This is an optimization exercise on Yosys and OpenROAD, whose aim is small area, a short achievable clock period and few clock cycles per item, not a production implementation.
At most, simulation tests tie the RTL to the original design; equivalence was not proved.
No functional check of the RTL was part of runs 1 to 3.
Power is estimated from default activity; no workload was simulated.

`flow/design.v`:
```
module mx_block_sequencer #(
  parameter int BLOCK_SIZE = 32,
  parameter int DATA_W     = 32,
  parameter int EXP_W      = 8
) (
  input  logic                          clk,
  input  logic                          rst,
  input  logic                          in_valid,
  output logic                          in_ready,
  input  logic [DATA_W-1:0]             in_data,
  input  logic                          flush,
  output logic                          out_valid,
  input  logic                          out_ready,
  output logic [DATA_W-1:0]             out_data,
  output logic [EXP_W-1:0]              out_scale,
  output logic                          out_last,
  output logic [$clog2(BLOCK_SIZE)-1:0] out_idx
);
  localparam int IDX_W = $clog2(BLOCK_SIZE);
  localparam int NS    = BLOCK_SIZE + 1;
  localparam int SW    = $clog2(NS);
  logic [NS-1:0][DATA_W-1:0] ring_q;
  logic [IDX_W-1:0] c_cnt_q, c_cnt_d;
  logic [EXP_W-1:0] c_max_q, c_max_d;
  logic             first_q;               
  logic [SW-1:0]    wdist_q, wdist_d;
  logic             p_vld_q, p_vld_d, p2_vld_q, p2_vld_d;
  logic [IDX_W-1:0] p_rem_q, p_rem_d;      
  logic [EXP_W-1:0] p_scale_q, p_scale_d;
  logic [IDX_W-1:0] rem_q, rem_d;          
  logic             efull_q, efull_d;      
  logic [SW-1:0]    rdist_q, rdist_d;
  logic              ov_q, olast_q;
  logic [DATA_W-1:0] od_q;
  logic [EXP_W-1:0]  os_q, e_scale_q;
  logic [IDX_W-1:0]  oi_q, oi_d, nb;
  logic              ir_q, ir_d;
  logic              wsel_q;               
  logic              nx_ok_q, nx_ok_d;     
  logic              nx_rd_q, nx_rd_d;     
  logic             acc, ftk, close, load, rd, start, last_rd;
  logic             ok_l, rd_l, ok_n, rd_n, occ_n, hit_np, rem_nz, cnt1, cnt0;
  logic [IDX_W-1:0] gap_q, gap_d;          
  logic [EXP_W-1:0] e_in, e_eff, new_max, p_scale_e;
  logic [IDX_W-1:0] rem_now;
  assign in_ready  = ir_q;
  assign out_valid = ov_q;
  assign out_data  = od_q;
  assign out_scale = os_q;
  assign out_last  = olast_q;
  assign out_idx   = oi_q;
  assign acc     = in_valid & ir_q;
  assign ftk     = flush & ir_q;
  assign e_in    = in_data[DATA_W-2 -: EXP_W];
  assign new_max = (acc && e_in > c_max_q) ? e_in : c_max_q;
  assign e_eff   = (e_in == '0) ? EXP_W'(1) : e_in;
  assign p_scale_e  = (first_q & ~p2_vld_q) ? c_max_q : p_scale_q;
  assign close   = (acc && c_cnt_q == IDX_W'(BLOCK_SIZE - 1)) || (ftk && (acc || c_cnt_q != '0));
  assign load    = nx_ok_q & (~ov_q | out_ready);
  assign rd      = load & nx_rd_q;
  assign start   = load & olast_q;
  assign nb      = oi_q + IDX_W'(1);
  assign oi_d    = (oi_q & ~{IDX_W{load}}) | (nb & {IDX_W{load}});
  assign rem_now = olast_q ? p_rem_q : rem_q - IDX_W'(1);
  assign last_rd = rd & (rem_now == '0);
  always_comb begin
    c_cnt_d = c_cnt_q;
    if (p2_vld_q)
      c_max_d = start ? EXP_W'(1) : c_max_q;
    else if (first_q)
      c_max_d = acc ? e_eff : EXP_W'(1);
    else
      c_max_d = new_max;
    wdist_d = (wdist_q == '0) ? SW'(NS - 1) : wdist_q - SW'(1);
    if (close) begin
      c_cnt_d = '0;
      wdist_d = {1'b0, ~c_cnt_q};
    end else if (acc) begin
      c_cnt_d = c_cnt_q + IDX_W'(1);
      wdist_d = '0;
    end
    p_vld_d    = p_vld_q;
    p_rem_d    = p_rem_q;
    p_scale_d  = p_scale_e;
    p2_vld_d   = p2_vld_q;
    if (start) begin
      if (p2_vld_q) begin
        p_rem_d   = '0;
        p_scale_d = c_max_q;
        p2_vld_d  = 1'b0;
      end else if (close) begin
        p_rem_d   = c_cnt_q + IDX_W'(acc) - IDX_W'(1);
      end else begin
        p_vld_d = 1'b0;
      end
    end else if (close) begin
      if (p_vld_q) begin
        p2_vld_d   = 1'b1;
      end else begin
        p_vld_d   = 1'b1;
        p_rem_d   = c_cnt_q + IDX_W'(acc) - IDX_W'(1);
      end
    end
    rem_d   = rem_q;
    rdist_d = (rdist_q == '0) ? SW'(NS - 1) : rdist_q - SW'(1);
    if (rd) begin
      rem_d   = rem_now;
      rdist_d = last_rd ? {1'b0, ~nb} : '0;
    end
    if (olast_q) begin
      ok_l = 1'b1;                             
      rd_l = p_rem_q != '0;
    end else if (nb == IDX_W'(BLOCK_SIZE - 1)) begin
      ok_l = p_vld_d & (nx_rd_q | (rdist_q == SW'(1)));
      rd_l = 1'b1;
    end else begin
      ok_l = 1'b1;                             
      rd_l = nx_rd_q & (rem_q != IDX_W'(1));
    end
    if (olast_q) begin
      ok_n = p_vld_d & (rdist_q == SW'(1));
      rd_n = 1'b1;
    end else begin
      ok_n = ~nx_rd_q | (rdist_q == SW'(1));
      rd_n = nx_rd_q;
    end
    nx_ok_d = load ? ok_l : ok_n;
    nx_rd_d = load ? rd_l : rd_n;
    if (close)
      gap_d = load ? ~oi_q - IDX_W'(2) : ~oi_q - IDX_W'(1);
    else if (acc & ~load)
      gap_d = gap_q + IDX_W'(1);
    else if (load & ~acc)
      gap_d = gap_q - IDX_W'(1);
    else
      gap_d = gap_q;
    efull_d = start ? (p_rem_q == IDX_W'(BLOCK_SIZE - 1)) : efull_q;
    case ({acc, load})
      2'b00:   hit_np = (gap_q == '0) & (c_cnt_q != '0);
      2'b01:   hit_np = (gap_q == IDX_W'(1)) & (c_cnt_q != '0);
      2'b10:   hit_np = (gap_q == '1);
      default: hit_np = (gap_q == '0);
    endcase
    rem_nz = rd ? (olast_q ? (p_rem_q != '0) : (rem_q != IDX_W'(1))) : (rem_q != '0);
    cnt1   = ~close & (acc ? (c_cnt_q == '0) : (c_cnt_q == IDX_W'(1)));
    cnt0   = close | (~acc & (c_cnt_q == '0));
    if (p_vld_d)
      occ_n = cnt1 | (cnt0 & efull_d & rem_nz);
    else
      occ_n = rem_nz & hit_np & ~close;
    ir_d = ~p2_vld_d & (close ? (c_cnt_q == IDX_W'(BLOCK_SIZE - 1)) : (acc | (wdist_q == SW'(1))))
         & ~occ_n;
  end
  always_ff @(posedge clk) begin
    for (int i = 0; i < NS - 1; i++)
      ring_q[i] <= ring_q[i+1];
    ring_q[NS-1] <= wsel_q ? in_data : ring_q[0];
    wsel_q       <= ir_d;
    od_q <= (od_q & ~{DATA_W{load}}) | (ring_q[1] & {DATA_W{nx_rd_q & load}});
    e_scale_q <= start ? p_scale_e : e_scale_q;
    os_q      <= rst ? '0 : start ? p_scale_e : e_scale_q;
    c_max_q    <= c_max_d;
    p_rem_q    <= p_rem_d;
    p_scale_q  <= p_scale_d;
    efull_q    <= efull_d;
    if (rst) begin
      c_cnt_q  <= '0;
      c_max_q  <= EXP_W'(1);
      first_q  <= 1'b0;
      wdist_q  <= SW'(1);
      p_vld_q  <= 1'b0;
      p2_vld_q <= 1'b0;
      rdist_q  <= '0;
      ov_q     <= 1'b0;
      oi_q     <= IDX_W'(BLOCK_SIZE - 1);
      olast_q  <= 1'b1;
      ir_q     <= 1'b0;
      rem_q    <= '0;
      gap_q    <= '1;
      nx_ok_q  <= 1'b0;
      nx_rd_q  <= 1'b1;
    end else begin
      c_cnt_q  <= c_cnt_d;
      first_q  <= close;
      wdist_q  <= wdist_d;
      p_vld_q  <= p_vld_d;
      p2_vld_q <= p2_vld_d;
      rdist_q  <= rdist_d;
      ov_q     <= load | (ov_q & ~out_ready);
      oi_q     <= oi_d;
      olast_q  <= oi_d == IDX_W'(BLOCK_SIZE - 1);
      ir_q     <= ir_d;
      rem_q    <= rem_d;
      gap_q    <= gap_d;
      nx_ok_q  <= nx_ok_d;
      nx_rd_q  <= nx_rd_d;
    end
  end
endmodule
```
`flow/config.mk`:
```
export PLATFORM = sky130hd
export DESIGN_NAME = mx_block_sequencer
export DESIGN_NICKNAME = mx_block_sequencer
export VERILOG_FILES = /design/flow/design.v
export SDC_FILE = /design/flow/constraint.sdc
export NUM_CORES = 4
export LEC_CHECK = 0
export CAP_MARGIN = 20
export CORE_MARGIN = 2
export CORE_UTILIZATION = 65
export CTS_BUF_LIST = sky130_fd_sc_hd__clkbuf_8
export CTS_CLUSTER_DIAMETER = 60
export CTS_CLUSTER_SIZE = 20
export PLACE_DENSITY = 0.75
export SETUP_SLACK_MARGIN = 3.0
export SLEW_MARGIN = 20
```
`flow/constraint.sdc`:
```
create_clock -name core_clock -period 5.0 [get_ports {clk}]
set_input_delay 1.0000 -clock core_clock [delete_from_list [all_inputs] [get_ports {clk}]]
set_output_delay 1.0000 -clock core_clock [all_outputs]
set_load 0.01 [all_outputs]
```
`flow/run.sh`:
```
#!/bin/bash
# synth_recipe.tcl (not shown) runs the flow's synth.tcl, then flattens the netlist and writes it again
# the make line also repeats each setting of config.mk as NAME=value (left out here)
make -C /OpenROAD-flow-scripts/flow DESIGN_CONFIG=/design/flow/config.mk WORK_HOME=/design/flow/orfs CLKGATE_MAP_FILE= SYNTH_SCRIPT=/design/flow/synth_recipe.tcl finish
```
==> results of run 1 <==
path summary, 6_finish.rpt:
kind	start	to	slack (ns)	cells after the start
max	oi_q[0]$_SDFF_PP1_	out_idx[0]	2.83	1
min	ring_q[628]$_DFF_P_	ring_q[596]$_DFF_P_	0.31	0
min reg2reg	ring_q[628]$_DFF_P_	ring_q[596]$_DFF_P_	0.31	0
max reg2reg	rem_q[1]$_SDFFE_PP0P_	ir_q$_SDFF_PP0_	2.85	8
cell families after synthesis:
group | after synthesis | share of synthesized area, %
AOI/OAI and AO/OA | 141 | 3.814
xor gates and xnor gates | 27 | 0.8911
adders and majority gates | 30 | 1.414
buffers and inverters | 56 | 0.8486
DFF | 1167 | 88.22
muxes | 39 | 1.631
and+or+nand+nor | 173 | 3.182
power groups by stage:
| stage | registers [mW] | logic, mW | clock network (mW) |
|---|---|---|---|
| 2_1_floorplan | 12.8 | 0.663 | 0 |
| 3_3_place_gp | 13.2 | 0.861 | 0 |
| 3_5_place_dp | 13.2 | 0.883 | 0 |
| 4_1_cts | 13.1 | 0.954 | 3.95 |
| 5_1_grt | 13.3 | 1.07 | 4.25 |
| 6_report | 13.0 | 0.981 | 3.81 |
layer usage:
layer	track usage, %	up-vias
met2	24.65	198
met5	0	-
li1	-	5582
met1	24.98	5299
met3	4.289	85
met4	7.015	0
final cells by class:
cell class                      instances  share of cell area [%]
Antenna cell                            1                0.008405
Timing Repair Buffer                  126                   4.110
Clock buffer                           70                   3.236
Tap cell                              532                   2.236
Inverter                               24                  0.3194
Multi-Input combinational cell        411                   10.94
Sequential cell                      1167                   78.96
Clock inverter                          6                  0.1849
flip-flops by register name (all words and copies together), names as in the netlist, 5 cells and up:
name       cells
ring_q      1056
od_q          32
c_max_q        8
e_scale_q      8
os_q           8
p_scale_q      8
rdist_q        6
wdist_q        6
c_cnt_q        5
gap_q          5
oi_q           5
p_rem_q        5
rem_q          5
repair_timing:
| action | 4_1_cts | 5_1_grt |
|---|---|---|
| setup endpoints to repair | 110 | 80 |
| gates cloned | 1 | 1 |
| buffers inserted | 30 | 7 |
| resized for setup | 357 | 33 |
| pin swaps | 18 | 14 |
through the flow:
stage          hold slack, ns  cells  utilization (%)  cell area (µm²)
2_1_floorplan          0.3096   1633                -            26720
3_3_place_gp           0.3102   2221            69.25            28080
3_5_place_dp           0.3121   2221            69.25            28080
4_1_cts                0.3201   2328            73.04            29620
5_1_grt                0.3201   2337            73.42            29770
6_report               0.3089   2337            73.42            29770
layout by cell type (no fill, tap or decap), types with 4 or more instances in the layout:
cell type	n
a21oi_1	24
nand2_1	48
mux2_2	34
clkdlybuf4s50_1	25
a22o_1	38
edfxtp_1	5
xor2_1	13
ha_4	7
ha_1	21
inv_1	22
nor3_1	16
xnor2_1	14
nand3_1	9
dfxtp_2	42
o21ai_0	15
dfxtp_1	1108
nor2b_1	11
clkbuf_8	70
buf_6	50
a21oi_2	5
nand2b_1	7
a22oi_1	6
buf_4	35
clkbuf_2	4
dfxtp_4	12
a31oi_1	11
nor2_1	41
mux2i_1	4
dlygate4sd2_1	6
==> flow_summary.toml, run 1 <==
[outcome]
outcome = "complete, no violations"

[placement]
hpwlAfterDp_um = 20190
dpl_worst_slack_ns = 1.817
port-buffer-count = 84
gp_congestion = 0.7753

[logic_synthesis]
async_flop_share_pct = 0
synthesis.instances = 1633
yosysSeqAreaShare_pct = 88.22
avgSynthCellArea_um2 = 16.25
synth_edf_count = 5
yosysTopAreaCellShare_pct = 87.65
syn_nets = 1700
synth_most_common_cell = "dfxtp_1"
syn_area_um2 = 26540
synth_area_leaders = "dfxtp_1 88%, mux2_2 1.4%, ha_1 1.4%"
synth_top_area_cell = "dfxtp_1"
ys_seq_elements = 1167
yosysWarnings = 1
ys.flop_type = "dfxtp_1"
synthDistinctLibCells = 62
ys_top_cells_by_count = "1162 x dfxtp_1, 52 x nand2_1, 45 x nor2_1"

[floorplanning]
fp-row-count = 74
start_util_pct = 65.44
dieHeight_um = 206.1
num_io_pins = 85
die_w_um = 206.1
dieArea_um2 = 42460
core_um2 = 40550

[route]
drc = 0
drt_iter0_drc = 587
drtPass1Iterations = 4
drt-met1-wl_um = 18100
via_per_inst = 4.777
routedWlPerCell_um = 15.48
postRouteWirelength_um = 36170
routed-wl-met2_um = 15200
top_layer = "met4"
vias = 11160
wl_met3_um = 1760
postRouteAntennaNets = 0

[layout]
drive_gt1_share_pct = 17.63
regArea_um2 = 23510
syn_to_final_growth_pct = 12.19
fillCellCount = 2458
final_nets = 1866
multiInputGateArea_um2 = 3258

[global_route]
grt_usage_pct = 17.15
grt_pass1_wl_um = 56650
grt-ovfl-total = 0
grt_pass1_vias = 10990
grt_start_max_net_pins = 44
antenna_found_initial = 1

[clock_tree]
cts_tree = "built"
clkTransAtPathRegs_ns = 0.12
clk_latency_ns = 0.65
cts.sinks = 1167
cts_hold_buf = 0
clockBufferDepth = 3
cts_root_buf = "clkbuf_8"
cts_buffers = 69
h-tree-depth = 3

[sta]
totalNegativeSetupSlack_ns = 0
period_minus_slack_ns = 2.167
finalMaxSlewViolations = 0
fin_ws_ns = 2.833
rsz0062_at_grt = "true"
hold_viol = 0
relSlewSlack_pct = 54.92
fin_worst_skew_ns = 0.03076
fin_crit_sh_pct = 43.34
fmax_mhz = 461.5
worstMarginPinSlew_ns = 0.6762
setup_viol = 0

[pwr]
total_power_mw = 17.82
powerDensity_nw_per_um2 = 598.5
irDropWorstVdd_mv = 0.3973
internal_power_mw = 14.00
pwr-share-comb_pct = 5.5
leakage_nw = 12.12
swShare_pct = 21.40
clockPowerShare_pct = 21.4
pwr-share-seq_pct = 73.1
p_sw_mw = 3.813

[worst_setup_path]
cp-start-kind = "register"
crit_type = "register to primary output"
path_delay_family = "flip-flops"
critPathBufInv = 1
cp.arrival_ns = 1.17
crit_slowest_cell = "dfxtp_4"
path_max_fanout = 3
cpPeakStageDelay_ns = 0.38
crit_chain = "buf_6"
cp.required_ns = 4.00
worst_setup_path_end_kind = "primary output"

[hold_path]
hold_path.class = "register to register"

[run]
drv_cap = 0
==> run 2, diff against run 1 <==
--- a/flow/config.mk
+++ b/flow/config.mk
@@ -14,3 +14,3 @@
 export PLACE_DENSITY = 0.75
-export SETUP_SLACK_MARGIN = 3.0
+export SETUP_SLACK_MARGIN = 3.2
 export SLEW_MARGIN = 20
==> flow_summary.toml, run 2 <==
[worst_setup_path]
path_delay_family = "compound AO/OA/AOI/OAI gates"
crit_slowest_cell = "dfxtp_4"
path_max_fanout = 6
cp-start-kind = "register"
crit_type = "register to register"
worst_setup_path_end_kind = "register"
critPathBufInv = 1
crit_chain = "ha_4, and3_4, ha_4, a21o_1, o211a_4, buf_6, a311o_1, o221a_2, o311a_1, nor2b_1"
cp_common_cell = "ha_4"
cp.arrival_ns = 2.72
cpPeakStageDelay_ns = 0.38
cp.required_ns = 5.53

[logic_synthesis]
ys_seq_elements = 1167
ys.flop_type = "dfxtp_1"
yosysTopAreaCellShare_pct = 87.65
yosysSeqAreaShare_pct = 88.22
synthesis.instances = 1633
synth_edf_count = 5
synth_area_leaders = "dfxtp_1 88%, mux2_2 1.4%, ha_1 1.4%"
avgSynthCellArea_um2 = 16.25
async_flop_share_pct = 0
yosysWarnings = 1
synth_most_common_cell = "dfxtp_1"
ys_top_cells_by_count = "1162 x dfxtp_1, 52 x nand2_1, 45 x nor2_1"
syn_nets = 1700
syn_area_um2 = 26540
synthDistinctLibCells = 62
synth_top_area_cell = "dfxtp_1"

[layout]
largest_reg_flops = 1056
multiInputGateArea_um2 = 3597
layout_common_cells = "1104 x dfxtp_1, 73 x clkbuf_8, 56 x buf_4"
utilization_pct = 75.44
reg_top3 = "ring_q (1056), od_q (32)"
regArea_um2 = 23520
final_nets = 1903
syn_to_final_growth_pct = 15.28
fillCellCount = 2374
antennaDiodeCount = 0
stdcell_area_um2 = 30600
drive_gt1_share_pct = 22.28
final_common_cell = "dfxtp_1"
largest_register = "ring_q"

[floorplanning]
dieHeight_um = 206.1
die_w_um = 206.1
core_um2 = 40550
start_util_pct = 65.44
dieArea_um2 = 42460
num_io_pins = 85
fp-row-count = 74

[sta]
totalNegativeSetupSlack_ns = 0
worstMarginPinSlew_ns = 1.125
fin_crit_sh_pct = 43.83
finalMaxSlewViolations = 0
period_minus_slack_ns = 2.191
rsz0062_at_grt = "true"
fin_ws_ns = 2.809
fin_worst_skew_ns = 0.03547
fmax_mhz = 456.3
setup_viol = 0
relSlewSlack_pct = 25.02
hold_viol = 0

[global_route]
grt_usage_pct = 18.32
grt_pass1_vias = 11320
grt-ovfl-total = 0
grt_pass1_wl_um = 59970
grt_start_max_net_pins = 33
antenna_found_initial = 0

[placement]
port-buffer-count = 84
gp_congestion = 0.7925
hpwlAfterDp_um = 20690
place_area_um2 = 28230
dpl_worst_slack_ns = 1.941

[route]
postRouteAntennaNets = 0
vias = 11350
routed-wl-met2_um = 17260
wl_met3_um = 1834
top_layer = "met4"
postRouteWirelength_um = 39330
drtPass1Iterations = 4
drc = 0
routedWlPerCell_um = 16.52
drt_iter0_drc = 588
drt-met1-wl_um = 19230
via_per_inst = 4.767

[run]
drv_cap = 0

[pwr]
irDropWorstVdd_mv = 0.3996
leakage_nw = 12.44
powerDensity_nw_per_um2 = 594.1

[clock_tree]
clockBufferDepth = 3
cts_buffers = 70
clk_latency_ns = 0.66
cts.sinks = 1167
cts_hold_buf = 0
cts_root_buf = "clkbuf_8"
h-tree-depth = 3
cts_tree = "built"
clkTransAtPathRegs_ns = 0.12

[outcome]
outcome = "complete, no violations"

[hold_path]
hold_path.class = "register to register"
-- run 2: layout make-up --
cell class / instances / share of cell area, %
clock inverter: 12 / 0.4948
tap: 532 / 2.176
sequential: 1167 / 76.86
clock buffer: 73 / 3.284
timing repair buffer: 159 / 5.108
inverter: 24 / 0.3231
multi-input combinational: 414 / 11.76
-- run 2: what timing repair did --
item,in CTS,in global routing
gates resized for setup,404,39
endpoints found under the setup margin,163,95
setup buffers,49,22
cloned,4,2
pin swaps,31,22
-- run 2: final timing paths --
kind | startpoint | to | slack, ns | cells after the start
worst max-delay path | c_cnt_q[0]$_SDFFE_PP0P_ | ir_q$_SDFF_PP0_ | 2.81 | 10
worst max register to register | c_cnt_q[0]$_SDFFE_PP0P_ | ir_q$_SDFF_PP0_ | 2.81 | 10
worst min register to register | ring_q[1054]$_DFF_P_ | ring_q[1022]$_DFF_P_ | 0.31 | 0
worst min-delay path | ring_q[1054]$_DFF_P_ | ring_q[1022]$_DFF_P_ | 0.31 | 0
-- run 2: per-stage QoR --
step                power, mW  hold WS, ns  instances
floorplan               13.50       0.3096       1633
global placement        14.05       0.3105       2219
detailed placement      14.13       0.3121       2219
CTS                     18.27       0.3109       2357
global route            18.98       0.3054       2381
finish                  18.18       0.3070       2381
-- run 2: where the power goes --
part / switching, mW / leakage [nW] / internal [mW]
clock network: 2.60 / 0.608 / 1.47
registers: 0.854 / 9.71 / 12.2
logic: 0.506 / 2.12 / 0.580
total: 3.96 / 12.4 / 14.2
-- run 2: cell families after synthesis --
group / count (synthesis) / share of synthesized area, %
flip-flops: 1167 / 88.22
AND/OR/NAND/NOR: 173 / 3.182
AO/OA/AOI/OAI: 141 / 3.814
buffers and inverters: 56 / 0.8486
multiplexers: 39 / 1.631
adder cells (fa/ha/maj): 30 / 1.414
XOR/XNOR: 27 / 0.8911
-- run 2: layer usage --
metal	global-route usage, %	vias up
met2	27.29	191
met1	26.57	5424
met4	6.658	0
li1	-	5669
met3	4.021	67
met5	0	-
==> run 3, diff against run 2 <==
--- a/flow/design.v
+++ b/flow/design.v
@@ -42,3 +42,3 @@
   logic             ok_l, rd_l, ok_n, rd_n, occ_n, hit_np, rem_nz, cnt1, cnt0;
-  logic [IDX_W-1:0] gap_q, gap_d;          
+  logic [IDX_W-1:0] gap;
   logic [EXP_W-1:0] e_in, e_eff, new_max, p_scale_e;
@@ -65,2 +65,3 @@
   assign last_rd = rd & (rem_now == '0);
+  assign gap     = c_cnt_q - oi_q - IDX_W'(2);
   always_comb begin
@@ -128,16 +129,8 @@
     nx_rd_d = load ? rd_l : rd_n;
-    if (close)
-      gap_d = load ? ~oi_q - IDX_W'(2) : ~oi_q - IDX_W'(1);
-    else if (acc & ~load)
-      gap_d = gap_q + IDX_W'(1);
-    else if (load & ~acc)
-      gap_d = gap_q - IDX_W'(1);
-    else
-      gap_d = gap_q;
     efull_d = start ? (p_rem_q == IDX_W'(BLOCK_SIZE - 1)) : efull_q;
     case ({acc, load})
-      2'b00:   hit_np = (gap_q == '0) & (c_cnt_q != '0);
-      2'b01:   hit_np = (gap_q == IDX_W'(1)) & (c_cnt_q != '0);
-      2'b10:   hit_np = (gap_q == '1);
-      default: hit_np = (gap_q == '0);
+      2'b00:   hit_np = (gap == '0) & (c_cnt_q != '0);
+      2'b01:   hit_np = (gap == IDX_W'(1)) & (c_cnt_q != '0);
+      2'b10:   hit_np = (gap == '1);
+      default: hit_np = (gap == '0);
     endcase
@@ -178,3 +171,2 @@
       rem_q    <= '0;
-      gap_q    <= '1;
       nx_ok_q  <= 1'b0;
@@ -193,3 +185,2 @@
       rem_q    <= rem_d;
-      gap_q    <= gap_d;
       nx_ok_q  <= nx_ok_d;
--- a/flow/config.mk
+++ b/flow/config.mk
@@ -14,3 +14,3 @@
 export PLACE_DENSITY = 0.75
-export SETUP_SLACK_MARGIN = 3.2
+export SETUP_SLACK_MARGIN = 3.0
 export SLEW_MARGIN = 20
==> flow_summary.toml, run 3 <==
[layout]
drive_gt1_share_pct = 19.90
reg_top3 = "ring_q (1056), od_q (32)"
utilization_pct = 75.08
layout_common_cells = "1101 x dfxtp_1, 74 x clkbuf_8, 55 x buf_6"
final_common_cell = "dfxtp_1"
syn_to_final_growth_pct = 13.55
stdcell_area_um2 = 29900
largest_reg_flops = 1056
final_nets = 1861
largest_register = "ring_q"

[pwr]
clockPowerShare_pct = 21.8
swShare_pct = 21.71
internal_power_mw = 14.17
pwr-share-comb_pct = 6.0
leakage_nw = 12.25
powerDensity_nw_per_um2 = 605.2
total_power_mw = 18.09
p_sw_mw = 3.927
pwr-share-seq_pct = 72.2
irDropWorstVdd_mv = 0.4257

[logic_synthesis]
ys_top_cells_by_count = "1157 x dfxtp_1, 41 x nor2_1, 36 x a21oi_1"
synth_edf_count = 5
avgSynthCellArea_um2 = 16.39
synthesis.instances = 1607
syn_area_um2 = 26330
ys_seq_elements = 1162
syn_nets = 1676
yosysTopAreaCellShare_pct = 87.96
yosysWarnings = 1
synth_area_leaders = "dfxtp_1 88%, mux2_2 1.5%, ha_1 1.5%"
async_flop_share_pct = 0
synthDistinctLibCells = 61
synth_most_common_cell = "dfxtp_1"
synth_top_area_cell = "dfxtp_1"
yosysSeqAreaShare_pct = 88.53
ys.flop_type = "dfxtp_1"

[floorplanning]
die_w_um = 205.3
start_util_pct = 66.12
core_um2 = 39820
dieHeight_um = 205.3
fp-row-count = 73
dieArea_um2 = 42140
num_io_pins = 85

[sta]
setup_viol = 0
totalNegativeSetupSlack_ns = 0
hold_viol = 0
relSlewSlack_pct = 44.12
period_minus_slack_ns = 2.402
fmax_mhz = 416.2
hold_ws_ns = 0.3049
rsz0062_at_grt = "true"
fin_worst_skew_ns = 0.03333
worstMarginPinSlew_ns = 0.8372
fin_crit_sh_pct = 48.05
finalMaxSlewViolations = 0

[route]
via_per_inst = 4.691
vias = 10930
drtPass1Iterations = 4
routedWlPerCell_um = 15.80
drc = 0
postRouteAntennaNets = 0
postRouteWirelength_um = 36800
drt_iter0_drc = 500

[placement]
place_area_um2 = 27980
port-buffer-count = 84
hpwlAfterDp_um = 20380
gp_congestion = 0.7865

[worst_setup_path]
critPathBufInv = 2
cp.required_ns = 5.55
crit_slowest_cell = "fa_1"
cp-start-kind = "register"
worst_setup_path_end_kind = "register"
cp.arrival_ns = 2.95
cpPeakStageDelay_ns = 0.57
path_max_fanout = 2
crit_type = "register to register"
path_delay_family = "adder cells"
cp_common_cell = "ha_4"
crit_chain = "inv_6, ha_4, inv_2, ha_4, fa_1, nand4_1, or4b_4, a211oi_2, nor4_1"

[run]
drv_cap = 0

[outcome]
outcome = "complete, no violations"

[clock_tree]
cts_hold_buf = 0
h-tree-depth = 3
clockBufferDepth = 3
clkTransAtPathRegs_ns = 0.11
cts_tree = "built"
cts_buffers = 70
cts.sinks = 1162
clk_latency_ns = 0.66
cts_root_buf = "clkbuf_8"

[global_route]
antenna_found_initial = 0
grt-ovfl-total = 0
grt_pass1_wl_um = 58650
grt_usage_pct = 18.05
grt_start_max_net_pins = 32
grt_pass1_vias = 10910

[hold_path]
hold_path.class = "register to register"
-- run 3: cell count changes in the layout (fill, tap and decap cells not counted), moves of 8 or more --
cell     before  now
a21oi_1      13   31
a21oi_2      15    5
o21ai_0       6   18
a31oi_1      11    3
nor2b_1      11    0
buf_2        12    1
o21ai_1      11    1
nand2_1      46   27
-- run 3: path summary, 6_finish.rpt --
path                      startpoint            endpoint  slack (ns)  depth (start not counted)
max          c_cnt_q[1]$_SDFFE_PP0P_     ir_q$_SDFF_PP0_        2.60                          9
min              ring_q[115]$_DFF_P_  ring_q[83]$_DFF_P_        0.30                          0
max reg2reg  c_cnt_q[1]$_SDFFE_PP0P_     ir_q$_SDFF_PP0_        2.60                          9
min reg2reg      ring_q[115]$_DFF_P_  ring_q[83]$_DFF_P_        0.30                          0
-- run 3: cells by family after synthesis --
| logic type | share of synthesized area, % |
|---|---|
| AOI/OAI and AO/OA | 3.749 |
| DFF | 88.53 |
| buffers and inverters | 0.9456 |
| and+or+nand+nor | 2.780 |
| adders and majority gates | 1.549 |
| xor gates and xnor gates | 0.7982 |
| muxes | 1.649 |
-- run 3: final cells by class --
cell class | instances | area, µm²
inverter | 35 | 153.9
tap | 525 | 656.9
multi-input combinational | 382 | 3194
clock inverter | 10 | 101.3
antenna | 1 | 2.502
clock buffer | 74 | 1018
timing repair buffer | 141 | 1360
fill | 2401 | 9923
sequential | 1162 | 23410
-- run 3: power groups by stage --
stage               logic [mW]  registers [mW]  clock network, mW
finish                    1.08            13.1               3.94
detailed placement       0.960            13.2                  0
floorplan                0.682            12.9                  0
global route              1.20            13.4               4.42
CTS                       1.04            13.1               4.08
global placement         0.936            13.2                  0
-- run 3: repair_timing --
action / in CTS / in global routing
hold endpoints to repair: 0 / 0
resized for setup: 361 / 43
setup buffers: 36 / 16
endpoints found under the setup margin: 119 / 118
cloned: 2 / 0
pin swaps: 16 / 12
-- run 3: metrics by stage --
| stage | setup WS, ns | instances |
|---|---|---|
| after floorplan | 2.428 | 1607 |
| after global placement | 1.490 | 2191 |
| after detailed placement | 1.511 | 2191 |
| after CTS | 2.595 | 2313 |
| after global routing | 2.552 | 2329 |
| final | 2.598 | 2330 |
-- run 3: routing by layer --
| layer | share of wire [%] | global-route usage, % | up-vias |
|---|---|---|---|
| met5 | 0 | 0 | - |
| met4 | 2.0 | 5.653 | 0 |
| met3 | 4.5 | 4.482 | 58 |
| met2 | 43 | 26.41 | 161 |
| met1 | 51 | 26.69 | 5155 |
| li1 | - | - | 5555 |
==> run 4, diff against run 3 <==
--- a/flow/design.v
+++ b/flow/design.v
@@ -30,2 +30,3 @@
   logic [IDX_W-1:0] rem_q, rem_d;          
+  logic             rnz_q, rnz_d, rn1_q, rn1_d;  
   logic             efull_q, efull_d;      
@@ -42,3 +43,3 @@
   logic             ok_l, rd_l, ok_n, rd_n, occ_n, hit_np, rem_nz, cnt1, cnt0;
-  logic [IDX_W-1:0] gap;
+  logic [IDX_W-1:0] gap_q, gap_d;          
   logic [EXP_W-1:0] e_in, e_eff, new_max, p_scale_e;
@@ -64,4 +65,3 @@
   assign rem_now = olast_q ? p_rem_q : rem_q - IDX_W'(1);
-  assign last_rd = rd & (rem_now == '0);
-  assign gap     = c_cnt_q - oi_q - IDX_W'(2);
+  assign last_rd = rd & (olast_q ? (p_rem_q == '0) : ~rn1_q);
   always_comb begin
@@ -105,2 +105,4 @@
     rem_d   = rem_q;
+    rnz_d   = rnz_q;
+    rn1_d   = rn1_q;
     rdist_d = (rdist_q == '0) ? SW'(NS - 1) : rdist_q - SW'(1);
@@ -108,2 +110,4 @@
       rem_d   = rem_now;
+      rnz_d   = olast_q ? (p_rem_q != '0) : rn1_q;
+      rn1_d   = olast_q ? (p_rem_q != IDX_W'(1)) : (rem_q != IDX_W'(2));
       rdist_d = last_rd ? {1'b0, ~nb} : '0;
@@ -118,3 +122,3 @@
       ok_l = 1'b1;                             
-      rd_l = nx_rd_q & (rem_q != IDX_W'(1));
+      rd_l = nx_rd_q & rn1_q;
     end
@@ -129,10 +133,18 @@
     nx_rd_d = load ? rd_l : rd_n;
+    if (close)
+      gap_d = load ? ~oi_q - IDX_W'(2) : ~oi_q - IDX_W'(1);
+    else if (acc & ~load)
+      gap_d = gap_q + IDX_W'(1);
+    else if (load & ~acc)
+      gap_d = gap_q - IDX_W'(1);
+    else
+      gap_d = gap_q;
     efull_d = start ? (p_rem_q == IDX_W'(BLOCK_SIZE - 1)) : efull_q;
     case ({acc, load})
-      2'b00:   hit_np = (gap == '0) & (c_cnt_q != '0);
-      2'b01:   hit_np = (gap == IDX_W'(1)) & (c_cnt_q != '0);
-      2'b10:   hit_np = (gap == '1);
-      default: hit_np = (gap == '0);
+      2'b00:   hit_np = (gap_q == '0) & (c_cnt_q != '0);
+      2'b01:   hit_np = (gap_q == IDX_W'(1)) & (c_cnt_q != '0);
+      2'b10:   hit_np = (gap_q == '1);
+      default: hit_np = (gap_q == '0);
     endcase
-    rem_nz = rd ? (olast_q ? (p_rem_q != '0) : (rem_q != IDX_W'(1))) : (rem_q != '0);
+    rem_nz = rnz_d;
     cnt1   = ~close & (acc ? (c_cnt_q == '0) : (c_cnt_q == IDX_W'(1)));
@@ -171,2 +183,5 @@
       rem_q    <= '0;
+      rnz_q    <= 1'b0;
+      rn1_q    <= 1'b1;
+      gap_q    <= '1;
       nx_ok_q  <= 1'b0;
@@ -185,2 +200,5 @@
       rem_q    <= rem_d;
+      rnz_q    <= rnz_d;
+      rn1_q    <= rn1_d;
+      gap_q    <= gap_d;
       nx_ok_q  <= nx_ok_d;
==> flow/flow/run.sh (new file) <==
#!/bin/bash
# Standard layout (the standard.sh, with its unchanged synthesis), except that clock tree
# synthesis adds no dummy loads and the port buffers start as buf_2 cells. make's output goes to
# standard_flow.log here; each step's own log is under orfs/logs.
set -euo pipefail
export CTS_ARGS="-sink_clustering_enable -repair_clock_nets -sink_clustering_size 20 -sink_clustering_max_diameter 60 -buf_list sky130_fd_sc_hd__clkbuf_8 -dont_use_dummy_load"
export BUFFER_PORTS_ARGS="-buffer_cell sky130_fd_sc_hd__buf_2"
bash standard.sh > standard_flow.log 2>&1
==> flow/standard.sh (new file) <==
#!/bin/bash
# synth_recipe.tcl (not shown) runs the flow's synth.tcl, then flattens the netlist and writes it again
# the make line also repeats each setting of config.mk as NAME=value (left out here)
make -C /OpenROAD-flow-scripts/flow DESIGN_CONFIG=/design/flow/config.mk WORK_HOME=/design/flow/orfs CLKGATE_MAP_FILE= SYNTH_SCRIPT=/design/flow/synth_recipe.tcl "${@:-finish}"
--- a/flow/config.mk
+++ b/flow/config.mk
@@ -13,4 +13,5 @@
 export CTS_CLUSTER_SIZE = 20
+export GPL_ROUTABILITY_DRIVEN = 0
 export PLACE_DENSITY = 0.75
-export SETUP_SLACK_MARGIN = 3.0
+export SETUP_SLACK_MARGIN = 3.1
 export SLEW_MARGIN = 20
removed: flow/run.sh
==> flow_summary.toml, run 4 <==
[outcome]
outcome = "complete, no violations"

[floorplanning]
fp-row-count = 74
start_util_pct = 65.61
core_um2 = 40740
dieArea_um2 = 42760
dieHeight_um = 206.8
die_w_um = 206.8
num_io_pins = 85

[route]
drc = 0
postRouteWirelength_um = 36870
drtPass1Iterations = 6
via_per_inst = 4.832
routedWlPerCell_um = 15.60
vias = 11420
drt_iter0_drc = 739
postRouteAntennaNets = 0

[logic_synthesis]
synth_area_leaders = "dfxtp_1 87%, mux2_2 1.4%, ha_1 1.4%"
syn_nets = 1735
synthesis.instances = 1668
ys_top_cells_by_count = "1164 x dfxtp_1, 63 x nand2_1, 55 x nor2_1"
yosysTopAreaCellShare_pct = 87.18
avgSynthCellArea_um2 = 16.02
synth_top_area_cell = "dfxtp_1"
async_flop_share_pct = 0
yosysSeqAreaShare_pct = 87.74
synth_edf_count = 5
synthDistinctLibCells = 60
ys.flop_type = "dfxtp_1"
ys_seq_elements = 1169
synth_most_common_cell = "dfxtp_1"
yosysWarnings = 1
syn_area_um2 = 26730

[layout]
largest_register = "ring_q"
layout_common_cells = "1108 x dfxtp_1, 70 x clkbuf_8, 56 x nand2_1"
fillCellCount = 2505
drive_gt1_share_pct = 19.98
antennaDiodeCount = 0
largest_reg_flops = 1056
final_nets = 1901
final_common_cell = "dfxtp_1"
syn_to_final_growth_pct = 11.94
reg_top3 = "ring_q (1056), od_q (32)"

[clock_tree]
cts.sinks = 1169
cts_root_buf = "clkbuf_8"
cts_buffers = 70
h-tree-depth = 3
cts_tree = "built"
clockBufferDepth = 3
clk_latency_ns = 0.66
clkTransAtPathRegs_ns = 0.11

[global_route]
grt_usage_pct = 17.28
grt_pass1_vias = 11490
grt_start_max_net_pins = 47
antenna_found_initial = 0
grt-ovfl-total = 0
grt_pass1_wl_um = 57830

[worst_setup_path]
cp-start-kind = "register"
cpPeakStageDelay_ns = 0.37
crit_type = "register to primary output"
cp.required_ns = 4.00
path_delay_family = "flip-flops"
path_max_fanout = 2
r2r-start = "c_cnt_q[0]$_SDFFE_PP0P_"
crit_chain = "buf_6"
cp.arrival_ns = 1.13
worst_setup_path_end_kind = "primary output"
crit_start = "oi_q[1]$_SDFF_PP1_"
critPathBufInv = 1
crit_slowest_cell = "dfxtp_4"

[sta]
finalMaxSlewViolations = 0
totalNegativeSetupSlack_ns = 0
hold_viol = 0
period_minus_slack_ns = 2.133
fmax_mhz = 468.8
relSlewSlack_pct = 28.06
fin_crit_sh_pct = 42.66
setup_viol = 0
rsz0062_at_grt = "true"
worstMarginPinSlew_ns = 1.079
fin_worst_skew_ns = 0.07088

[placement]
hpwlAfterDp_um = 20520
port-buffer-count = 84

[hold_path]
hold_path.class = "register to register"
hold_start = "ring_q[344]$_DFF_P_"

[pwr]
powerDensity_nw_per_um2 = 603.8
leakage_nw = 12.26
irDropWorstVdd_mv = 0.4060
total_power_mw = 18.07

[run]
drv_cap = 0
run 4: cell types whose count changed after synthesis, sizes merged, moves of 7 or more:
cell and delta:
mux2i +8, nand2 +34, buf +8, dfxtp +7, a211oi +8, nand3 -10
nor2 +15
run 4: area by class of cell:
type / count / area (µm²) / share of cell area (%)
inverters: 31 / 121.4 / 0.4056
repair buffers: 129 / 1120 / 3.743
clock buffers: 70 / 963.4 / 3.220
well taps: 532 / 665.6 / 2.225
flip-flops and latches: 1169 / 23550 / 78.70
multi-input cells: 433 / 3502 / 11.70
run 4: what timing repair did:
item                                    CTS  global route
buffers inserted                         28            16
gates resized for setup                 129            64
endpoints found under the setup margin  117            88
endpoints found under the hold margin     0             0
hold buffers                              0             0
pin swaps                                12            16
cloned                                    1             0
run 4: metal layers:
layer / track usage (%) / vias to the layer above / wire, µm
met5: 0 / - / 0
met4: 6.434 / 0 / 1050
met3: 4.443 / 76 / 1906
met2: 26.08 / 253 / 16000
met1: 24.32 / 5416 / 17920
li1: - / 5678 / -
run 4: power by group:
| group | switching, mW | leakage, nW | internal [mW] |
|---|---|---|---|
| Clock | 2.47 | 0.503 | 1.27 |
| Sequential | 0.887 | 9.73 | 12.3 |
| Combinational | 0.530 | 2.02 | 0.584 |
| Total | 3.89 | 12.3 | 14.2 |
run 4: cell families after synthesis:
kind of cell    after synthesis  share of synthesized area, %
simple gates                180                         3.080
buf+inv                      67                         1.016
mux                          46                         1.929
xor+xnor                     26                        0.8520
compound gates              150                         3.974
flops                      1169                         87.74
fa+ha+maj                    30                         1.404
run 4: final timing paths:
path / endpoint / slack [ns] / cells after the start
max reg2reg: gap_q[0]$_SDFFE_PP1P_ / 3.01 / 9
min reg2reg: ring_q[312]$_DFF_P_ / 0.30 / 0
min: ring_q[312]$_DFF_P_ / 0.30 / 0
max: out_idx[1] / 2.87 / 1
run 4: stage by stage:
| stage | worst slack (ns) | cells | hold slack [ns] | utilization [%] | cell area [µm²] |
|---|---|---|---|---|---|
| 2_1_floorplan | 2.767 | 1668 | 0.3096 | - | 27040 |
| 3_3_place_gp | 2.371 | 2249 | 0.3105 | 68.53 | 27920 |
| 3_5_place_dp | 2.325 | 2249 | 0.3121 | 68.53 | 27920 |
| 4_1_cts | 2.814 | 2348 | 0.3027 | 72.49 | 29530 |
| 5_1_grt | 2.804 | 2364 | 0.2987 | 73.44 | 29920 |
| 6_report | 2.867 | 2364 | 0.3008 | 73.44 | 29920 |
Testbench counts of run 4, summed over its fixed seeds: cycles 16,656, items 16,384.
==> run 5, diff against run 4 <==
--- a/flow/config.mk
+++ b/flow/config.mk
@@ -9,3 +9,3 @@
 export CORE_MARGIN = 2
-export CORE_UTILIZATION = 65
+export CORE_UTILIZATION = 60
 export CTS_BUF_LIST = sky130_fd_sc_hd__clkbuf_8
@@ -15,3 +15,3 @@
 export PLACE_DENSITY = 0.75
-export SETUP_SLACK_MARGIN = 3.1
+export SETUP_SLACK_MARGIN = 3.0
 export SLEW_MARGIN = 20
==> flow_summary.toml, run 5 <==
[logic_synthesis]
yosysTopAreaCellShare_pct = 87.18
ys_top_cells_by_count = "1164 x dfxtp_1, 63 x nand2_1, 55 x nor2_1"
synthDistinctLibCells = 60
synthesis.instances = 1668
yosysWarnings = 1
synth_area_leaders = "dfxtp_1 87%, mux2_2 1.4%, ha_1 1.4%"
ys.flop_type = "dfxtp_1"
avgSynthCellArea_um2 = 16.02
async_flop_share_pct = 0
syn_area_um2 = 26730
synth_edf_count = 5
synth_top_area_cell = "dfxtp_1"
synth_most_common_cell = "dfxtp_1"
yosysSeqAreaShare_pct = 87.74
ys_seq_elements = 1169
syn_nets = 1735

[sta]
worstMarginPinSlew_ns = 0.6803
finalMaxSlewViolations = 0
fin_crit_sh_pct = 42.87
fmax_mhz = 466.5
rsz0062_at_grt = "true"
setup_viol = 0
fin_ws_ns = 2.856
totalNegativeSetupSlack_ns = 0
hold_viol = 0
fin_worst_skew_ns = 0.06086
period_minus_slack_ns = 2.144
relSlewSlack_pct = 54.23

[layout]
final_cells = 2416
final_nets = 1893
syn_to_final_growth_pct = 11.27
largest_register = "ring_q"
final_common_cell = "dfxtp_1"
reg_top3 = "ring_q (1056), od_q (32)"
fillCellCount = 3018
layout_common_cells = "1113 x dfxtp_1, 70 x clkbuf_8, 57 x nand2_1"
largest_reg_flops = 1056
antennaDiodeCount = 0
drive_gt1_share_pct = 18.31

[worst_setup_path]
crit_slowest_cell = "dfxtp_4"
rr_worst_depth = 8
path_max_fanout = 2
crit_type = "register to primary output"
cpPeakStageDelay_ns = 0.38
cp.required_ns = 4.00
cp-start-kind = "register"
critPathBufInv = 1
crit_chain = "buf_6"
path_delay_family = "flip-flops"
worst_setup_path_end_kind = "primary output"
r2r-start = "c_cnt_q[1]$_SDFFE_PP0P_"
crit_cells = 1
r2r-end = "ir_q$_SDFF_PP0_"
cp.arrival_ns = 1.14
reg2reg_slack_ns = 3.03

[global_route]
grt-ovfl-total = 0
antenna_found_initial = 0
grt_pass1_vias = 11640
grt_pass1_wl_um = 59970
grt_usage_pct = 16.19
grt_start_max_net_pins = 47

[floorplanning]
die_w_um = 215.1
dieArea_um2 = 46250
start_util_pct = 60.57
core_um2 = 44120
fp-row-count = 77
dieHeight_um = 215.1
num_io_pins = 85

[placement]
dp_cells = 2308
port-buffer-count = 84
hpwlAfterDp_um = 20060
dpl_worst_slack_ns = 1.919

[clock_tree]
cts_tree = "built"
clk_latency_ns = 0.67
h-tree-depth = 3
clkTransAtPathRegs_ns = 0.11
cts_root_buf = "clkbuf_8"
cts.sinks = 1169
clockBufferDepth = 3
cts_buffers = 70

[pwr]
internal_power_mw = 14.14
p_sw_mw = 3.869
pwr-share-seq_pct = 73.4
leakage_nw = 12.18
pwr-share-comb_pct = 5.9
total_power_mw = 18.01
irDropWorstVdd_mv = 0.4090
powerDensity_nw_per_um2 = 605.6
clockPowerShare_pct = 20.7
swShare_pct = 21.48

[route]
drtPass1Iterations = 5
via_per_inst = 4.727
postRouteWirelength_um = 36570
postRouteAntennaNets = 0
routedWlPerCell_um = 15.14
drc = 0
drt_iter0_drc = 667
vias = 11420

[outcome]
outcome = "complete, no violations"

[run]
drv_cap = 0

[hold_path]
hold_path.class = "register to register"
worstHoldPathCells = 0
whs_endpoint = "ring_q[649]$_DFF_P_"
hold_start = "ring_q[681]$_DFF_P_"
-- run 5: worst max-delay path by stage --
| stage | end | slack, ns | startpoint |
|---|---|---|---|
| floorplan | c_max_q[0]$_SDFFE_PP1P_ | 2.77 | in_data[29] |
| global placement | wsel_q$_DFF_P_ | 2.01 | out_ready |
| detailed placement | wsel_q$_DFF_P_ | 1.92 | out_ready |
| CTS | out_data[12] | 2.79 | od_q[12]$_DFF_P_ |
| global route | out_data[12] | 2.77 | od_q[12]$_DFF_P_ |
| finish | out_last | 2.86 | olast_q$_SDFF_PP1_ |
-- run 5: cells by family (layout without fill, tap and decap cells) --
group	after synthesis	count (layout)	share of synthesized area (%)
fa+ha+maj	30	30	1.404
mux	46	46	1.929
xor+xnor	26	26	0.8520
flops	1169	1169	87.74
buf+inv	67	219	1.016
simple gates	180	183	3.080
compound gates	150	151	3.974
-- run 5: metrics by stage --
step	cell area [µm²]	utilization (%)	hold WS, ns
global placement	27940	63.32	0.3108
detailed placement	27940	63.32	0.3121
global route	29740	67.40	0.2687
floorplan	26980	-	0.3096
finish	29740	67.40	0.2643
CTS	29560	67.00	0.2632
-- run 5: final cells by class --
cell class | instances | area (µm²) | area share, %
sequential | 1169 | 23540 | 79.16
multi-input combinational | 436 | 3407 | 11.46
timing repair buffer | 118 | 964.7 | 3.244
clock buffer | 70 | 963.4 | 3.239
tap | 592 | 740.7 | 2.491
inverter | 31 | 121.4 | 0.4081
-- run 5: routing by layer --
metal | share of wire [%] | wire length, µm | GRT usage, %
met1 | 50 | 18260 | 23.24
met2 | 42 | 15480 | 23.71
met3 | 4.6 | 1692 | 4.076
met4 | 3.1 | 1130 | 6.414
met5 | 0 | 0 | 0
-- run 5: power groups by stage --
stage,clock (mW),combinational [mW],sequential (mW)
floorplan,0,0.735,13.0
global placement,0,0.884,13.3
detailed placement,0,0.921,13.4
CTS,3.88,1.02,13.3
global route,4.21,1.17,13.5
finish,3.73,1.06,13.2
-- run 5: timing repair --
item,4_1_cts,5_1_grt
buffers inserted,26,8
pin swaps,9,12
gates cloned,3,1
endpoints found under the setup margin,124,74
resized for setup,134,20
hold buffers,0,0
==> run 6, diff against run 5 <==
--- a/flow/config.mk
+++ b/flow/config.mk
@@ -9,3 +9,3 @@
 export CORE_MARGIN = 2
-export CORE_UTILIZATION = 60
+export CORE_UTILIZATION = 65
 export CTS_BUF_LIST = sky130_fd_sc_hd__clkbuf_8
==> flow_summary.toml, run 6 <==
[placement]
port-buffer-count = 84
hpwlAfterDp_um = 19940

[global_route]
grt_usage_pct = 16.89
grt-ovfl-total = 0
grt_start_max_net_pins = 47
antenna_found_initial = 0
grt_pass1_wl_um = 56550
grt_pass1_vias = 11160

[layout]
largest_register = "ring_q"
drive_gt1_share_pct = 19.07
final_nets = 1899
fillCellCount = 2483
final_common_cell = "dfxtp_1"
syn_to_final_growth_pct = 11.44
layout_common_cells = "1111 x dfxtp_1, 69 x clkbuf_8, 55 x nand2_1"
largest_reg_flops = 1056
reg_top3 = "ring_q (1056), od_q (32)"
multiInputGateArea_um2 = 3421
regArea_um2 = 23550

[logic_synthesis]
syn_nets = 1735
syn_area_um2 = 26730
yosysWarnings = 1
yosysSeqAreaShare_pct = 87.74
synth_area_leaders = "dfxtp_1 87%, mux2_2 1.4%, ha_1 1.4%"
avgSynthCellArea_um2 = 16.02
ys_seq_elements = 1169
synthesis.instances = 1668
synthDistinctLibCells = 60
ys_top_cells_by_count = "1164 x dfxtp_1, 63 x nand2_1, 55 x nor2_1"
synth_edf_count = 5
async_flop_share_pct = 0
ys.flop_type = "dfxtp_1"
synth_most_common_cell = "dfxtp_1"
synth_top_area_cell = "dfxtp_1"
yosysTopAreaCellShare_pct = 87.18

[route]
postRouteWirelength_um = 35740
drtPass1Iterations = 5
postRouteAntennaNets = 0
drt_iter0_drc = 540
via_per_inst = 4.797
top_layer = "met4"
drc = 0
routedWlPerCell_um = 15.12
wl_met3_um = 1695
drt-met1-wl_um = 17950
vias = 11340
routed-wl-met2_um = 15220

[floorplanning]
dieArea_um2 = 42760
start_util_pct = 65.61
die_w_um = 206.8
num_io_pins = 85
fp-row-count = 74
dieHeight_um = 206.8
core_um2 = 40740

[sta]
fin_worst_skew_ns = 0.05282
totalNegativeSetupSlack_ns = 0
worstMarginPinSlew_ns = 1.090
relSlewSlack_pct = 27.36
rsz0062_at_grt = "true"
period_minus_slack_ns = 2.120
hold_ws_ns = 0.2988
fmax_mhz = 471.8
finalMaxSlewViolations = 0
hold_viol = 0
fin_crit_sh_pct = 42.39
setup_viol = 0

[pwr]
leakage_nw = 12.21
total_power_mw = 18.00
irDropWorstVdd_mv = 0.3520
powerDensity_nw_per_um2 = 604.3

[worst_setup_path]
cp-start-kind = "register"
cpPeakStageDelay_ns = 0.38
crit_chain = "buf_6"
path_delay_family = "flip-flops"
crit_type = "register to primary output"
r2r-start = "c_cnt_q[1]$_SDFFE_PP0P_"
crit_slowest_cell = "dfxtp_4"
cp.arrival_ns = 1.12
critPathBufInv = 1
worst_setup_path_end_kind = "primary output"
path_max_fanout = 2
crit_start = "oi_q[1]$_SDFF_PP1_"
cp.required_ns = 4.00

[clock_tree]
cts_tree = "built"
clkTransAtPathRegs_ns = 0.11
cts_buffers = 69
cts_root_buf = "clkbuf_8"
clockBufferDepth = 3
cts.sinks = 1169
h-tree-depth = 3
clk_latency_ns = 0.64

[outcome]
outcome = "complete, no violations"

[run]
drv_cap = 0

[hold_path]
hold_path.class = "register to register"
hold_start = "ring_q[638]$_DFF_P_"
[run 6: power breakdown]
part / total (mW) / internal, mW / leakage [nW] / switching, mW
registers: 13.2 / 12.3 / 9.73 / 0.882
logic: 1.10 / 0.580 / 1.98 / 0.518
clock network: 3.70 / 1.26 / 0.496 / 2.44
total: 18.0 / 14.2 / 12.2 / 3.84
[run 6: final timing paths]
| path | end | slack [ns] | cells past startpoint |
|---|---|---|---|
| min reg2reg | ring_q[606]$_DFF_P_ | 0.30 | 0 |
| max | out_idx[1] | 2.88 | 1 |
| max reg2reg | ir_q$_SDFF_PP0_ | 3.01 | 8 |
| min | ring_q[606]$_DFF_P_ | 0.30 | 0 |
[run 6: what timing repair did]
action	in CTS	in global routing
setup buffers	28	14
cloned	2	0
pin swaps	8	17
hold buffers	0	0
resized for setup	133	39
endpoints found under the setup margin	122	85
[run 6: routing by layer]
layer  vias to the layer above  GRT usage (%)
met1                      5375          24.71
met5                         -              0
met3                        74          3.579
li1                       5673              -
met4                         0          6.231
met2                       214          25.07
[run 6: cells by family (layout without fill, tap and decap cells)]
group                    count (synthesis)  after routing  synth area share (%)
flip-flops                            1169           1169                 87.74
AND/OR/NAND/NOR                        180            181                 3.080
AO/OA/AOI/OAI                          150            151                 3.974
buffers and inverters                   67            227                 1.016
multiplexers                            46             46                 1.929
adder cells (fa/ha/maj)                 30             30                 1.404
XOR/XNOR                                26             26                0.8520
other                                    0              1                     0
[run 6: final cells by class]
cell class | count | share of cell area [%]
antenna | 1 | 0.008402
clock buffer | 69 | 3.188
inverter | 31 | 0.4075
multi-input combinational | 434 | 11.48
sequential | 1169 | 79.06
tap | 532 | 2.235
timing repair buffer | 127 | 3.613
[run 6: per-stage QoR]
step	cells	cell area [µm²]	setup WS [ns]	utilization [%]
final	2363	29780	2.880	73.11
after global routing	2362	29780	2.809	73.11
after CTS	2348	29490	2.808	72.38
after detailed placement	2249	27870	2.026	68.42
after global placement	2249	27870	2.145	68.42
after floorplan	1668	26980	2.767	-
==> run 7, diff against run 6 <==
--- a/flow/flow/run.sh
+++ b/flow/flow/run.sh
@@ -5,3 +5,3 @@
 set -euo pipefail
-export CTS_ARGS="-sink_clustering_enable -repair_clock_nets -sink_clustering_size 20 -sink_clustering_max_diameter 60 -buf_list sky130_fd_sc_hd__clkbuf_8 -dont_use_dummy_load"
+export CTS_ARGS="-sink_clustering_enable -repair_clock_nets -sink_clustering_size 20 -sink_clustering_max_diameter 60 -buf_list {sky130_fd_sc_hd__clkbuf_8 sky130_fd_sc_hd__clkbuf_16} -root_buf sky130_fd_sc_hd__clkbuf_16 -dont_use_dummy_load"
 export BUFFER_PORTS_ARGS="-buffer_cell sky130_fd_sc_hd__buf_2"
==> flow_summary.toml, run 7 <==
[floorplanning]
dieHeight_um = 206.8
core_um2 = 40740
num_io_pins = 85
die_w_um = 206.8
fp-row-count = 74
start_util_pct = 65.61
dieArea_um2 = 42760

[logic_synthesis]
yosysTopAreaCellShare_pct = 87.18
syn_nets = 1735
async_flop_share_pct = 0
synth_most_common_cell = "dfxtp_1"
synthDistinctLibCells = 60
synth_edf_count = 5
synthesis.instances = 1668
yosysWarnings = 1
ys_seq_elements = 1169
syn_area_um2 = 26730
avgSynthCellArea_um2 = 16.02
ys_top_cells_by_count = "1164 x dfxtp_1, 63 x nand2_1, 55 x nor2_1"
yosysSeqAreaShare_pct = 87.74
synth_top_area_cell = "dfxtp_1"
synth_area_leaders = "dfxtp_1 87%, mux2_2 1.4%, ha_1 1.4%"
ys.flop_type = "dfxtp_1"

[clock_tree]
cts_hold_buf = 0
clockBufferDepth = 3
cts.sinks = 1169
cts_root_buf = "clkbuf_16"
cts_buffers = 69
clk_latency_ns = 0.59
cts_tree = "built"
h-tree-depth = 3
clkTransAtPathRegs_ns = 0.08

[pwr]
total_power_mw = 19.45
powerDensity_nw_per_um2 = 638.1
leakage_nw = 12.53
irDropWorstVdd_mv = 0.5228

[hold_path]
hold_start = "ring_q[360]$_DFF_P_"
hold_path.class = "register to register"

[layout]
drive_gt1_share_pct = 18.68
final_nets = 1894
largest_register = "ring_q"
stdcell_area_um2 = 30490
multiInputGateArea_um2 = 3407
final_cells = 2357
antennaDiodeCount = 0
largest_reg_flops = 1056
utilization_pct = 74.84
layout_common_cells = "1111 x dfxtp_1, 69 x clkbuf_16, 56 x nand2_1"
final_common_cell = "dfxtp_1"
reg_top3 = "ring_q (1056), od_q (32)"
fillCellCount = 2403
regArea_um2 = 23550
syn_to_final_growth_pct = 14.07

[worst_setup_path]
cp.arrival_ns = 1.05
crit_start = "od_q[15]$_DFF_P_"
r2r-start = "c_cnt_q[4]$_SDFFE_PP0P_"
critPathBufInv = 1
path_max_fanout = 2
cpPeakStageDelay_ns = 0.36
path_delay_family = "flip-flops"
crit_slowest_cell = "dfxtp_4"
worst_setup_path_end_kind = "primary output"
crit_type = "register to primary output"
cp.required_ns = 4.00
crit_chain = "buf_6"
cp-start-kind = "register"

[sta]
fin_ws_ns = 2.945
rsz0062_at_grt = "true"
relSlewSlack_pct = 26.19
fin_crit_sh_pct = 41.10
period_minus_slack_ns = 2.055
hold_ws_ns = 0.3065
hold_viol = 0
setup_viol = 0
fmax_mhz = 486.6
finalMaxSlewViolations = 0
worstMarginPinSlew_ns = 1.107
fin_worst_skew_ns = 0.03343
totalNegativeSetupSlack_ns = 0

[global_route]
grt_start_max_net_pins = 47
grt_pass1_vias = 11510
grt_usage_pct = 17.79
antenna_found_initial = 0
grt_pass1_wl_um = 59070
grt-ovfl-total = 0

[placement]
port-buffer-count = 84
hpwlAfterDp_um = 19940
place_area_um2 = 27870
dp_cells = 2249
dpl_worst_slack_ns = 2.026

[route]
drtPass1Iterations = 5
drt_iter0_drc = 564
drc = 0
via_per_inst = 4.842
postRouteAntennaNets = 0
routedWlPerCell_um = 15.84
postRouteWirelength_um = 37340
vias = 11410

[run]
drv_cap = 0

[outcome]
outcome = "complete, no violations"
[run 7: cell counts after synthesis]
Identical to the previous run, type by type.
[run 7: repair_timing]
action,CTS,global route
buffers inserted,26,11
hold endpoints to repair,0,0
pin swaps,8,13
cloned,2,0
endpoints found under the setup margin,127,84
gates resized for setup,128,38
[run 7: layer usage]
metal | GRT usage (%) | share of wire (%)
met5 | 0 | 0
met3 | 4.066 | 4.8
met4 | 7.042 | 2.3
met2 | 27.16 | 44
met1 | 24.93 | 49
[run 7: logic make-up (layout without fill, tap and decap cells)]
logic type | count (synthesis) | count (layout) | synth area share [%]
flops | 1169 | 1169 | 87.74
simple gates | 180 | 181 | 3.080
compound gates | 150 | 151 | 3.974
buf+inv | 67 | 222 | 1.016
mux | 46 | 46 | 1.929
fa+ha+maj | 30 | 30 | 1.404
xor+xnor | 26 | 26 | 0.8520
[run 7: worst paths after layout]
kind / cells past startpoint / slack, ns / end
setup reg to reg: 5 / 2.98 / ir_q$_SDFF_PP0_
hold reg to reg: 0 / 0.31 / ring_q[328]$_DFF_P_
hold / removal: 0 / 0.31 / ring_q[328]$_DFF_P_
setup / recovery: 1 / 2.95 / out_data[15]
[run 7: power by group]
part / internal, mW / switching (mW) / total (mW)
clock: 2.46 / 2.66 / 5.11
combinational: 0.576 / 0.522 / 1.10
sequential: 12.3 / 0.909 / 13.2
[run 7: cell type report]
cell class | instances | area share [%]
timing repair buffer | 122 | 3.341
tap | 532 | 2.183
clock buffer | 69 | 5.663
inverter | 31 | 0.3981
multi-input combinational | 434 | 11.17
sequential | 1169 | 77.24
==> run 8, diff against run 7 <==
==> flow/flow/run.sh (replaced) <==
#!/bin/bash
# Standard layout (the standard.sh, with its unchanged synthesis), except that clock tree
# synthesis adds no dummy loads and the port buffers start as buf_2 cells. make's output goes to
# standard_flow.log here; each step's own log is under orfs/logs.
set -euo pipefail
export CTS_ARGS="-sink_clustering_enable -repair_clock_nets -sink_clustering_size 25 -sink_clustering_max_diameter 60 -buf_list sky130_fd_sc_hd__clkbuf_16 -dont_use_dummy_load"
export BUFFER_PORTS_ARGS="-buffer_cell sky130_fd_sc_hd__buf_2"
bash standard.sh > standard_flow.log 2>&1
==> flow_summary.toml, run 8 <==
[outcome]
outcome = "complete, no violations"

[logic_synthesis]
synth-compound-area-share_pct = 3.974
synth_xor_xnor_area_share_pct = 0.8520
synth_edf_count = 5
synthesis.instances = 1668
synthDistinctLibCells = 60
syn_area_um2 = 26730
ys_seq_elements = 1169
synthMuxAreaShare_pct = 1.929
ys.flop_type = "dfxtp_1"
async_flop_share_pct = 0
synthAdderAreaFrac_pct = 1.404
yosysSeqAreaShare_pct = 87.74
ys_top_cells_by_count = "1164 x dfxtp_1, 63 x nand2_1, 55 x nor2_1"
synth_most_common_cell = "dfxtp_1"
syn_nets = 1735
synth_top_family_by_area = "compound AO/OA/AOI/OAI gates"
synth_top_area_cell = "dfxtp_1"
synthSimpleGateAreaFrac_pct = 3.080
synth_area_leaders = "dfxtp_1 87%, mux2_2 1.4%, ha_1 1.4%"
avgSynthCellArea_um2 = 16.02
yosysTopAreaCellShare_pct = 87.18
yosysWarnings = 1

[layout]
syn_to_final_growth_pct = 12.79
final_common_cell = "dfxtp_1"
fillCellCount = 2471
utilization_pct = 74.00
final_nets = 1881
largest_register = "ring_q"
reg_top3 = "ring_q (1056), od_q (32)"
antennaDiodeCount = 0
largest_reg_flops = 1056
regArea_um2 = 23550
layout_common_cells = "1111 x dfxtp_1, 55 x nand2_1, 54 x nor2_1, 54 x clkbuf_16, 49 x buf_6"
drive_gt1_share_pct = 18.16
multiInputGateArea_um2 = 3411

[worst_setup_path]
crit_type = "register to primary output"
cp-start-kind = "register"
cp.arrival_ns = 1.10
path_delay_family = "flip-flops"
path_max_fanout = 2
rr_worst_depth = 8
crit_chain = "buf_6"
critPathBufInv = 1
worst_setup_path_end_kind = "primary output"
crit_slowest_cell = "dfxtp_2"
cpPeakStageDelay_ns = 0.36
cp.required_ns = 4.00
crit_cells = 1

[pwr]
p_sw_mw = 3.984
clockPowerShare_pct = 23.8
leakage_nw = 12.36
irDropWorstVdd_mv = 0.3984
internal_power_mw = 14.84
powerDensity_nw_per_um2 = 624.4
pwr-share-seq_pct = 70.3
swShare_pct = 21.17
pwr-share-comb_pct = 5.9

[global_route]
grt_pass1_wl_um = 58000
grt_pass1_vias = 11120
antenna_found_initial = 1
grt_usage_pct = 17.36
grt-ovfl-total = 0
grt_start_max_net_pins = 47

[clock_tree]
clk_latency_ns = 0.61
clkTransAtPathRegs_ns = 0.10
cts_buffers = 54
cts.sinks = 1169
cts_root_buf = "clkbuf_16"
cts_tree = "built"
cts_hold_buf = 0
h-tree-depth = 2
clockBufferDepth = 3

[route]
via_per_inst = 4.860
drt_iter0_drc = 602
postRouteAntennaNets = 0
routedWlPerCell_um = 15.78
vias = 11390
drtPass1Iterations = 5
drc = 0
postRouteWirelength_um = 37000

[floorplanning]
core_um2 = 40740
dieHeight_um = 206.8
die_w_um = 206.8
dieArea_um2 = 42760
fp-row-count = 74
num_io_pins = 85
start_util_pct = 65.61

[sta]
fin_worst_skew_ns = 0.04746
fmax_mhz = 476.3
finalMaxSlewViolations = 0
setup_viol = 0
fin_crit_sh_pct = 41.99
hold_viol = 0
period_minus_slack_ns = 2.100
rsz0062_at_grt = "true"
totalNegativeSetupSlack_ns = 0
relSlewSlack_pct = 25.27
worstMarginPinSlew_ns = 1.121

[hold_path]
hold_path.class = "register to register"
worstHoldPathCells = 0

[run]
drv_cap = 0

[placement]
hpwlAfterDp_um = 19940
port-buffer-count = 84
==> run 8: final timing paths <==
check / from / slack (ns) / to
worst max-delay path: od_q[10]$_DFF_P_ / 2.90 / out_data[10]
worst min-delay path: ring_q[638]$_DFF_P_ / 0.30 / ring_q[606]$_DFF_P_
worst max register to register: c_cnt_q[0]$_SDFFE_PP0P_ / 2.95 / ir_q$_SDFF_PP0_
worst min register to register: ring_q[638]$_DFF_P_ / 0.30 / ring_q[606]$_DFF_P_
==> run 8: what timing repair did <==
action,4_1_cts,5_1_grt
endpoints found under the setup margin,126,72
pin swaps,9,14
cloned,2,0
setup buffers,27,12
gates resized for setup,128,38
==> run 8: cells by family (layout without fill, tap and decap cells) <==
| family | Yosys count | count (layout) |
|---|---|---|
| buffers and inverters | 67 | 209 |
| xor gates and xnor gates | 26 | 26 |
| adders and majority gates | 30 | 30 |
| and+or+nand+nor | 180 | 181 |
| DFF | 1169 | 1169 |
| muxes | 46 | 46 |
| AOI/OAI and AO/OA | 150 | 151 |
==> run 8: layout make-up <==
cell class | count | share of cell area, %
Clock buffer | 54 | 4.482
Inverter | 31 | 0.3984
Sequential cell | 1169 | 78.11
Multi-Input combinational cell | 434 | 11.31
Timing Repair Buffer | 124 | 3.482
Tap cell | 532 | 2.208
==> run 8: metal layers <==
layer  routed length [µm]  track usage (%)
met1                18330            25.06
met2                16110            26.53
met3                 1778            3.532
met4                  768            5.826
met5                   15                0
==> run 8: power by group through the flow <==
| stage | sequential, mW | combinational, mW | clock, mW |
|---|---|---|---|
| after detailed placement | 13.4 | 0.917 | 0 |
| final | 13.2 | 1.10 | 4.49 |
| after CTS | 13.3 | 1.01 | 4.60 |
| after global routing | 13.5 | 1.20 | 4.90 |
| after floorplan | 13.0 | 0.735 | 0 |
| after global placement | 13.3 | 0.876 | 0 |
==> run 8: per-stage QoR <==
step	worst slack (ns)	instances	hold WS, ns	cell area, µm²	total power [mW]
6_report	2.900	2344	0.3002	30150	18.82
3_3_place_gp	2.145	2249	0.3101	27870	14.20
2_1_floorplan	2.767	1668	0.3096	26980	13.72
3_5_place_dp	2.026	2249	0.3121	27870	14.31
4_1_cts	2.863	2332	0.3007	29890	18.90
5_1_grt	2.857	2344	0.3012	30150	19.64

## re-timing with driven ports
How much do the figures lean on ideal ports? The routed layouts below were timed once more, with nothing changed but the port constraints. Step 1, drivers: a clkbuf_16 drives clk and a buf_2 each remaining input, both assumed. Step 2 moves the port delays by t, midway between the first and last clock arrival at a register: inputs arrive t later, outputs are due t later. That takes back most of the time a late clock gives input paths. a / b / c = ideal / step 1 / step 2; a / b = the first two.
run | t, ns | setup slack, ns | worst data-port slew with drivers (ns)
run 1 | 0.686 | 2.833 / 2.783 / 2.158 | 0.06
run 2 | 0.686 | 2.809 / 2.795 / 2.230 | 0.04
run 3 | 0.695 | 2.598 / 2.598 / 2.128 | 0.04
run 4 | 0.668 | 2.867 / 2.817 / 2.435 | 0.07
run 5 | 0.685 | 2.856 / 2.804 / 2.350 | 0.06
run 6 | 0.666 | 2.880 / 2.832 / 2.354 | 0.08
run 7 | 0.629 | 2.945 / 2.892 / 2.424 | 0.07
run 8 | 0.649 | 2.900 / 2.848 / 2.374 | 0.07
After both steps setup and hold are still met in every run listed. For run 1, which loses most, drivers alone change the setup slack by -0.050 ns; drivers and shift together by -0.675 ns.
